This is an optimization exercise on Yosys and OpenROAD, whose aim is small area, a short achievable clock period and few clock cycles per item, not a production implementation.
Where RTL was checked, it was by simulation tests only, not by an equivalence proof against the original.

==> run A <==
==> flow/design.v <==
package abump_pkg;
  localparam int ARENA_MAX_BYTES = 1048576;
  localparam int FUNC_W      = 3;
  localparam int OFF_W       = 21;
  localparam int ADDR_W      = 32;
  localparam int ALIGN_LOG_W = 4;
  localparam int ALIGN_W     = 15;
  localparam int STATUS_W    = 2;
  localparam int KIND_W      = 3;
  localparam logic [OFF_W-1:0] ARENA_MAX = OFF_W'(ARENA_MAX_BYTES);
  localparam logic [FUNC_W-1:0] FN_ALLOC     = 3'd0;
  localparam logic [FUNC_W-1:0] FN_ALLOC_NZ  = 3'd1;
  localparam logic [FUNC_W-1:0] FN_FREE      = 3'd2;
  localparam logic [FUNC_W-1:0] FN_FREE_ALL  = 3'd3;
  localparam logic [FUNC_W-1:0] FN_RESIZE    = 3'd4;
  localparam logic [FUNC_W-1:0] FN_RESIZE_NZ = 3'd5;
  localparam logic [FUNC_W-1:0] FN_SNAPSHOT  = 3'd6;
  localparam logic [FUNC_W-1:0] FN_RESTORE   = 3'd7;
  localparam logic [STATUS_W-1:0] ST_OK      = 2'd0;
  localparam logic [STATUS_W-1:0] ST_NO_MEM  = 2'd1;
  localparam logic [STATUS_W-1:0] ST_BAD_OLD = 2'd2;
  localparam logic [STATUS_W-1:0] ST_NO_FREE = 2'd3;
  localparam logic [KIND_W-1:0] K_BUMP    = 3'd0;
  localparam logic [KIND_W-1:0] K_FREE    = 3'd1;
  localparam logic [KIND_W-1:0] K_CLEAR   = 3'd2;
  localparam logic [KIND_W-1:0] K_SNAP    = 3'd3;
  localparam logic [KIND_W-1:0] K_LOAD    = 3'd4;
  localparam logic [KIND_W-1:0] K_RESIZE  = 3'd5;
  localparam logic [KIND_W-1:0] K_BAD_OLD = 3'd6;
  typedef struct packed {
    logic [KIND_W-1:0]  kind;
    logic               zeroed;
    logic [OFF_W-1:0]   size;
    logic [ALIGN_W-1:0] align_mask;
    logic [OFF_W-1:0]   old_off;
    logic [OFF_W-1:0]   old_len;
    logic               old_aligned;
    logic [OFF_W-1:0]   snap_cur;
    logic [OFF_W-1:0]   snap_prev;
  } abump_req_t;
  typedef struct packed {
    logic [STATUS_W-1:0] status;
    logic [ADDR_W-1:0]   addr;
    logic [OFF_W-1:0]    copy_len;
    logic [OFF_W-1:0]    clr_off;
    logic [OFF_W-1:0]    clr_len;
    logic [OFF_W-1:0]    cur_off;
    logic [OFF_W-1:0]    prev_off;
  } abump_rsp_t;
  typedef struct packed {
    logic empty;
    logic full;
  } abump_qstat_t;
  function automatic [OFF_W-1:0] usable_len(input [OFF_W-1:0] arena_len);
    usable_len = (arena_len < ARENA_MAX) ? arena_len : ARENA_MAX;
  endfunction
endpackage
module abump_add #(parameter int W = 8) (
  input  logic [W-1:0] a,
  input  logic [W-1:0] b,
  input  logic         ci,
  output logic [W-1:0] s,
  output logic [W:0]   cy
);
  localparam int L = $clog2(W + 1);
  logic [L:0][W:0] g;
  logic [L:0][W:0] p;
  assign g[0][0] = ci;
  assign p[0][0] = 1'b0;
  for (genvar i = 0; i < W; i++) begin : g_pg
    assign g[0][i+1] = a[i] & b[i];
    assign p[0][i+1] = a[i] ^ b[i];
  end
  for (genvar l = 0; l < L; l++) begin : g_lvl
    for (genvar i = 0; i <= W; i++) begin : g_bit
      if ((i >> l) & 1) begin : g_join
        assign g[l+1][i] = g[l][i] | (p[l][i] & g[l][((i >> l) << l) - 1]);
        assign p[l+1][i] = p[l][i] & p[l][((i >> l) << l) - 1];
      end else begin : g_pass
        assign g[l+1][i] = g[l][i];
        assign p[l+1][i] = p[l][i];
      end
    end
  end
  for (genvar i = 0; i < W; i++) begin : g_sum
    assign s[i] = p[0][i+1] ^ g[L][i];
  end
  assign cy = g[L];
endmodule
module abump_csa #(parameter int W = 8) (
  input  logic [W-1:0] a,
  input  logic [W-1:0] b,
  input  logic [W-1:0] c,
  output logic [W-1:0] s,
  output logic [W-1:0] c2
);
  assign s  = a ^ b ^ c;
  assign c2 = (a & b) | (a & c) | (b & c);
endmodule
module arena_bump_allocator_core (
  input  logic                              clk,
  input  logic                              rst_n,
  input  logic                              cfg_valid,
  output logic                              cfg_ready,
  input  logic                              cfg_index,
  input  logic [abump_pkg::ADDR_W-1:0]      cfg_data,
  input  logic                              in_valid,
  output logic                              in_ready,
  input  logic [abump_pkg::FUNC_W-1:0]      in_func,
  input  logic [abump_pkg::OFF_W-1:0]       in_request_size,
  input  logic [abump_pkg::ALIGN_LOG_W-1:0] in_align_log2,
  input  logic [abump_pkg::ADDR_W-1:0]      in_old_address,
  input  logic [abump_pkg::OFF_W-1:0]       in_old_length,
  input  logic [abump_pkg::OFF_W-1:0]       in_snap_current,
  input  logic [abump_pkg::OFF_W-1:0]       in_snap_previous,
  output logic                              out_valid,
  input  logic                              out_ready,
  output logic [abump_pkg::STATUS_W-1:0]    out_status,
  output logic [abump_pkg::ADDR_W-1:0]      out_result_address,
  output logic [abump_pkg::OFF_W-1:0]       out_copy_length,
  output logic [abump_pkg::OFF_W-1:0]       out_clear_offset,
  output logic [abump_pkg::OFF_W-1:0]       out_clear_length,
  output logic [abump_pkg::OFF_W-1:0]       out_current_offset,
  output logic [abump_pkg::OFF_W-1:0]       out_previous_offset
);
  localparam int OW = abump_pkg::OFF_W;
  localparam int AW = abump_pkg::ALIGN_W;
  localparam int DW = abump_pkg::ADDR_W;
  logic [DW-1:0] base_r;
  logic [AW-1:0] nb;         
  logic [OW-1:0] usable_r;
  logic [OW-1:0] top_r, top_nxt;
  logic [OW-1:0] last_r, last_nxt;
  logic                           valid_r;
  logic [abump_pkg::STATUS_W-1:0] status_r, status_nxt;
  logic                           blk_r, blk_nxt;    
  logic                           clr_r, clr_nxt;    
  logic                           mv_r, mv_nxt;      
  logic                           ip_r;              
  logic [OW-1:0]                  copy_r;            
  logic [OW-1:0]                  clrl_r;            
  logic          acc;
  assign cfg_ready = 1'b1;
  assign in_ready  = !valid_r || out_ready;
  assign acc       = in_valid && in_ready;
  logic          f_alloc;    
  logic          f_free;
  logic          f_clear;    
  logic          f_resize;   
  logic          f_load;     
  logic          zeroed;
  logic          no_old;
  assign f_alloc  = in_func[2:1] == 2'b00;
  assign f_free   = in_func == abump_pkg::FN_FREE;
  assign f_clear  = in_func == abump_pkg::FN_FREE_ALL;
  assign f_resize = in_func[2:1] == 2'b10;
  assign f_load   = in_func == abump_pkg::FN_RESTORE;
  assign zeroed   = (in_func == abump_pkg::FN_ALLOC) || (in_func == abump_pkg::FN_RESIZE);
  assign no_old   = (in_old_address == '0) || (in_old_length == '0);
  logic [AW-1:0] mask;
  logic [AW:0]   gt;         
  logic          bump_inc;
  logic [OW:0]   run;        
  logic [OW:0]   boff;
  for (genvar j = 0; j < AW; j++) begin : g_mask
    assign mask[j] = (j < in_align_log2);
  end
  assign nb[0] = base_r[0];
  for (genvar j = 1; j < AW; j++) begin : g_nb
    assign nb[j] = base_r[j] ^ (|base_r[j-1:0]);
  end
  abump_add #(AW) u_gt (.a(top_r[AW-1:0]), .b(~nb), .ci(1'b0), .s(), .cy(gt));
  assign bump_inc = gt[in_align_log2];
  assign run[0] = 1'b1;
  for (genvar j = 1; j <= OW; j++) begin : g_run
    logic [j-1:0] bits;
    for (genvar i = 0; i < j; i++) begin : g_bit
      assign bits[i] = top_r[i] | ((i < AW) ? mask[i] : 1'b0);
    end
    assign run[j] = &bits;
  end
  for (genvar j = 0; j < OW; j++) begin : g_boff
    if (j < AW) begin : g_lo
      assign boff[j] = mask[j] ? nb[j] : (top_r[j] ^ (bump_inc & run[j]));
    end else begin : g_hi
      assign boff[j] = top_r[j] ^ (bump_inc & run[j]);
    end
  end
  assign boff[OW] = bump_inc & run[OW];
  logic [OW-1:0] room;
  logic [OW:0]   room_cy;
  abump_add #(OW) u_room (.a(usable_r), .b(~in_request_size), .ci(1'b1), .s(room), .cy(room_cy));
  logic [OW-1:0] cand_b;
  logic [OW+1:0] fb_cy;
  logic          fit_b;
  abump_add #(OW) u_cand_b (.a(boff[OW-1:0]), .b(in_request_size), .ci(1'b0), .s(cand_b), .cy());
  abump_add #(OW+1) u_fit_b (.a({1'b0, room}), .b(~boff), .ci(1'b1), .s(), .cy(fb_cy));
  assign fit_b = room_cy[OW] && fb_cy[OW+1];
  logic [OW-1:0] cand_ip;
  logic [OW:0]   fi_cy;
  logic          fit_ip;
  abump_add #(OW) u_cand_ip (.a(last_r), .b(in_request_size), .ci(1'b0), .s(cand_ip), .cy());
  abump_add #(OW) u_fit_ip (.a(room), .b(~last_r), .ci(1'b1), .s(), .cy(fi_cy));
  assign fit_ip = room_cy[OW] && fi_cy[OW];
  logic [DW-1:0] blk_addr;   
  logic          below;      
  logic          in_arena;   
  logic          bad;
  logic          in_place;
  abump_add #(DW) u_blk (.a(base_r), .b({11'b0, last_r}), .ci(1'b0), .s(blk_addr), .cy());
  logic [DW:0] bl_cy;
  abump_add #(DW) u_below (.a(in_old_address), .b(~base_r), .ci(1'b1), .s(), .cy(bl_cy));
  assign below = !bl_cy[DW];
  logic [DW+1:0] in_s, in_c, in_sum;
  abump_csa #(DW+2) u_in_csa (.a({2'b0, in_old_address}), .b(~{2'b0, base_r}),
                              .c(~{13'b0, usable_r}), .s(in_s), .c2(in_c));
  abump_add #(DW+2) u_in (.a(in_s), .b({in_c[DW:0], 1'b1}), .ci(1'b1), .s(in_sum), .cy());
  assign in_arena = in_sum[DW+1];
  assign bad      = below || !in_arena;
  logic [OW-1:0] ip_x, ip_p, ip_q, ip_e;
  assign ip_x = base_r[OW-1:0] ^ last_r;
  assign ip_p = ip_x ^ {base_r[OW-2:0] & last_r, 1'b0};   
  assign ip_q = ip_x ^ {base_r[OW-2:0] | last_r, 1'b0};   
  assign ip_e[0] = in_old_address[0] ^ ip_x[0];
  for (genvar i = 1; i < OW; i++) begin : g_ip
    assign ip_e[i] = in_old_address[i] ^ (in_old_address[i-1] ? ip_p[i] : ip_q[i]);
  end
  assign in_place = (ip_e == '0) && ((in_old_address[AW-1:0] & mask) == '0);
  logic [OW-1:0] tail;
  logic [OW:0]   tl_cy;
  logic          grows;
  abump_add #(OW) u_tail (.a(in_request_size), .b(~in_old_length), .ci(1'b1), .s(tail), .cy(tl_cy));
  assign grows = tl_cy[OW] && (tail != '0);
  logic rs_bump;    
  logic rs_bad;
  logic rs_ip;      
  logic rs_mv;      
  logic do_bump;
  logic take_b;
  logic take_ip;
  assign rs_bump = f_resize && no_old;
  assign rs_bad  = f_resize && !no_old && bad;
  assign rs_ip   = f_resize && !no_old && !bad && in_place;
  assign rs_mv   = f_resize && !no_old && !bad && !in_place;
  assign do_bump = f_alloc || rs_bump || rs_mv;
  assign take_b  = do_bump && fit_b;
  assign take_ip = rs_ip && fit_ip;
  always_comb begin
    if (take_b)       top_nxt = cand_b;
    else if (take_ip) top_nxt = cand_ip;
    else if (f_clear) top_nxt = '0;
    else if (f_load)  top_nxt = in_snap_current;
    else              top_nxt = top_r;
    if (take_b)       last_nxt = boff[OW-1:0];
    else if (f_clear) last_nxt = '0;
    else if (f_load)  last_nxt = in_snap_previous;
    else              last_nxt = last_r;
    if (f_free)                                        status_nxt = abump_pkg::ST_NO_FREE;
    else if (rs_bad)                                   status_nxt = abump_pkg::ST_BAD_OLD;
    else if ((do_bump && !fit_b) || (rs_ip && !fit_ip)) status_nxt = abump_pkg::ST_NO_MEM;
    else                                               status_nxt = abump_pkg::ST_OK;
    blk_nxt = take_b || take_ip;
    clr_nxt = zeroed && (take_b || (take_ip && grows));
    mv_nxt  = rs_mv && fit_b;
  end
  always_ff @(posedge clk) begin
    if (!rst_n) begin
      base_r   <= '0;
      usable_r <= '0;
      top_r    <= '0;
      last_r   <= '0;
      valid_r  <= 1'b0;
    end else begin
      if (cfg_valid) begin
        if (cfg_index) begin
          usable_r <= abump_pkg::usable_len(cfg_data[OW-1:0]);
        end else begin
          base_r <= cfg_data;
        end
      end
      if (acc) begin
        top_r  <= top_nxt;
        last_r <= last_nxt;
      end
      valid_r <= acc || (valid_r && !out_ready);
    end
  end
  always_ff @(posedge clk) begin
    if (acc) begin
      status_r <= status_nxt;
      blk_r    <= blk_nxt;
      clr_r    <= clr_nxt;
      mv_r     <= mv_nxt;
      ip_r     <= rs_ip;
      copy_r   <= (grows || rs_ip) ? in_old_length : in_request_size;
      clrl_r   <= rs_ip ? tail : in_request_size;
    end
  end
  assign out_valid           = valid_r;
  assign out_status          = status_r;
  assign out_result_address  = blk_r ? blk_addr : '0;
  assign out_copy_length     = mv_r  ? copy_r : '0;
  logic [OW-1:0] cstart;
  abump_add #(OW) u_cstart (.a(last_r), .b(copy_r), .ci(1'b0), .s(cstart), .cy());
  assign out_clear_offset    = !clr_r ? '0 : (ip_r ? cstart : last_r);
  assign out_clear_length    = clr_r ? clrl_r : '0;
  assign out_current_offset  = top_r;
  assign out_previous_offset = last_r;
endmodule
==> flow/flow/run.sh <==
#!/bin/bash
# Standard layout, with the port buffers made as buf_1 cells instead of the
# delay-cell buffers buffer_ports picks by default.
cp standard.sh standard_sh.txt
export BUFFER_PORTS_ARGS="-buffer_cell sky130_fd_sc_hd__buf_1"
bash standard.sh > standard.log 2>&1
==> flow/standard.sh <==
#!/bin/bash
# synth_recipe.tcl (not shown) runs the flow's synth.tcl, then flattens the netlist and writes it again
# the make line also repeats each setting of config.mk as NAME=value (left out here)
make -C /OpenROAD-flow-scripts/flow DESIGN_CONFIG=/design/flow/config.mk WORK_HOME=/design/flow/orfs CLKGATE_MAP_FILE= SYNTH_SCRIPT=/design/flow/synth_recipe.tcl "${@:-finish}"
==> flow/config.mk <==
export PLATFORM = sky130hd
export DESIGN_NAME = arena_bump_allocator_core
export DESIGN_NICKNAME = arena_bump_allocator_core
export VERILOG_FILES = /design/flow/design.v
export SDC_FILE = /design/flow/constraint.sdc
export NUM_CORES = 4
export LEC_CHECK = 0
export CAP_MARGIN = 20
export CORE_MARGIN = 2
export CORE_UTILIZATION = 40
export SETUP_SLACK_MARGIN = 2.5
export SLEW_MARGIN = 20
export TNS_END_PERCENT = 100
==> flow/constraint.sdc <==
create_clock -name core_clock -period 9.0 [get_ports {clk}]
set_input_delay 1.8000 -clock core_clock [delete_from_list [all_inputs] [get_ports {clk}]]
set_output_delay 1.8000 -clock core_clock [all_outputs]
set_load 0.01 [all_outputs]
==> inputs of run F, as changes to run A <==
--- a/flow/design.v
+++ b/flow/design.v
@@ -63,5 +63,5 @@
   output logic [W:0]   cy
 );
-  localparam int L = $clog2(W + 1);
+  localparam int L = (W < 2) ? 1 : (W < 4) ? 2 : (W < 8) ? 3 : (W < 16) ? 4 : (W < 32) ? 5 : 6;
   logic [L:0][W:0] g;
   logic [L:0][W:0] p;
@@ -128,5 +128,5 @@
   localparam int DW = abump_pkg::ADDR_W;
   logic [DW-1:0] base_r;
-  logic [AW-1:0] nb;         
+  logic [AW-1:0] nb_r, nb_nxt;
   logic [OW-1:0] usable_r;
   logic [OW-1:0] top_r, top_nxt;
@@ -137,6 +137,6 @@
   logic                           clr_r, clr_nxt;    
   logic                           mv_r, mv_nxt;      
-  logic                           ip_r;              
   logic [OW-1:0]                  copy_r;            
+  logic [OW-1:0]                  clro_r;            
   logic [OW-1:0]                  clrl_r;            
   logic          acc;
@@ -166,9 +166,9 @@
     assign mask[j] = (j < in_align_log2);
   end
-  assign nb[0] = base_r[0];
+  assign nb_nxt[0] = cfg_data[0];
   for (genvar j = 1; j < AW; j++) begin : g_nb
-    assign nb[j] = base_r[j] ^ (|base_r[j-1:0]);
+    assign nb_nxt[j] = cfg_data[j] ^ (|cfg_data[j-1:0]);
   end
-  abump_add #(AW) u_gt (.a(top_r[AW-1:0]), .b(~nb), .ci(1'b0), .s(), .cy(gt));
+  abump_add #(AW) u_gt (.a(top_r[AW-1:0]), .b(~nb_r), .ci(1'b0), .s(), .cy(gt));
   assign bump_inc = gt[in_align_log2];
   assign run[0] = 1'b1;
@@ -182,5 +182,5 @@
   for (genvar j = 0; j < OW; j++) begin : g_boff
     if (j < AW) begin : g_lo
-      assign boff[j] = mask[j] ? nb[j] : (top_r[j] ^ (bump_inc & run[j]));
+      assign boff[j] = mask[j] ? nb_r[j] : (top_r[j] ^ (bump_inc & run[j]));
     end else begin : g_hi
       assign boff[j] = top_r[j] ^ (bump_inc & run[j]);
@@ -232,4 +232,6 @@
   abump_add #(OW) u_tail (.a(in_request_size), .b(~in_old_length), .ci(1'b1), .s(tail), .cy(tl_cy));
   assign grows = tl_cy[OW] && (tail != '0);
+  logic [OW-1:0] cstart;
+  abump_add #(OW) u_cstart (.a(last_r), .b(in_old_length), .ci(1'b0), .s(cstart), .cy());
   logic rs_bump;    
   logic rs_bad;
@@ -267,4 +269,5 @@
     if (!rst_n) begin
       base_r   <= '0;
+      nb_r     <= '0;
       usable_r <= '0;
       top_r    <= '0;
@@ -277,4 +280,5 @@
         end else begin
           base_r <= cfg_data;
+          nb_r   <= nb_nxt;
         end
       end
@@ -292,6 +296,6 @@
       clr_r    <= clr_nxt;
       mv_r     <= mv_nxt;
-      ip_r     <= rs_ip;
-      copy_r   <= (grows || rs_ip) ? in_old_length : in_request_size;
+      copy_r   <= grows ? in_old_length : in_request_size;
+      clro_r   <= rs_ip ? cstart : boff[OW-1:0];
       clrl_r   <= rs_ip ? tail : in_request_size;
     end
@@ -301,7 +305,5 @@
   assign out_result_address  = blk_r ? blk_addr : '0;
   assign out_copy_length     = mv_r  ? copy_r : '0;
-  logic [OW-1:0] cstart;
-  abump_add #(OW) u_cstart (.a(last_r), .b(copy_r), .ci(1'b0), .s(cstart), .cy());
-  assign out_clear_offset    = !clr_r ? '0 : (ip_r ? cstart : last_r);
+  assign out_clear_offset    = clr_r ? clro_r : '0;
   assign out_clear_length    = clr_r ? clrl_r : '0;
   assign out_current_offset  = top_r;
- CORE_UTILIZATION: 40 -> 55
- SETUP_SLACK_MARGIN: 2.5 -> 2.75
==> qor summary <==
Share of cell area taken by multi-input logic gates: run A 0.655; run F 0.627
Result of the run: run A complete, no violations; run F complete, no violations
Final sequential cell count: run A 144; run F 178
Worst hold slack across all endpoints: run A 0.484 ns; run F 0.457 ns
Synthesized-area fraction occupied by and/or/nand/nor cells: run A 0.203; run F 0.194
Multi-input gate count: run A 1805; run F 1833
Pin count of the biggest net entering global routing: run A 69; run F 95
Register share of the cell area: run A 0.152; run F 0.188
Global placement routability congestion: run A 0.996; run F 0.955
Floorplan row count: run A 78; run F 68
Launching instance or port of the critical path: run A last_r[1]; run F in_request_size[1]
Source-to-sink clock delay at the later pin of the worst-skew pair: run A 0.49 ns; run F 0.47 ns
Global-route track usage on met3: run A 0.0500; run F 0.0605
Testbench counts of run F, summed over its fixed seeds: cycles 91,397, items 80,000.
Function not checked in run A: the RTL went through the layout flow alone.

## static timing again, ports no longer ideal
The flow's constraints put no driver on any port. The routed layouts listed below were extracted and timed again, unchanged, in two steps.
Step 1 sets driving cells, clkbuf_16 on the clock port and buf_2 on the other inputs (assumed; they add their load-dependent delay and slew).
Step 2 times the ports against the registers' clock, not the clock port: input delays grow and output delays shrink by t, the midpoint of the rising clock arrivals with the driver on.
Slacks: ideal / step 1 / step 2; pairs: ideal / step 1.
run	t, ns	setup slack, ns	worst hold slack (ns)	slew at the worst register clock pin (ns)	worst data-port slew with drivers (ns)
run A	0.544	2.590 / 2.535 / 2.081	0.484 / 0.484 / 0.484	0.07 / 0.07	0.10
run F	0.518	2.743 / 2.729 / 2.210	0.457 / 0.457 / 0.457	0.08 / 0.08	0.07
After both steps every run listed still meets setup and hold. For run F, which loses most, drivers alone change the setup slack by -0.014 ns; drivers and shift together by -0.533 ns.
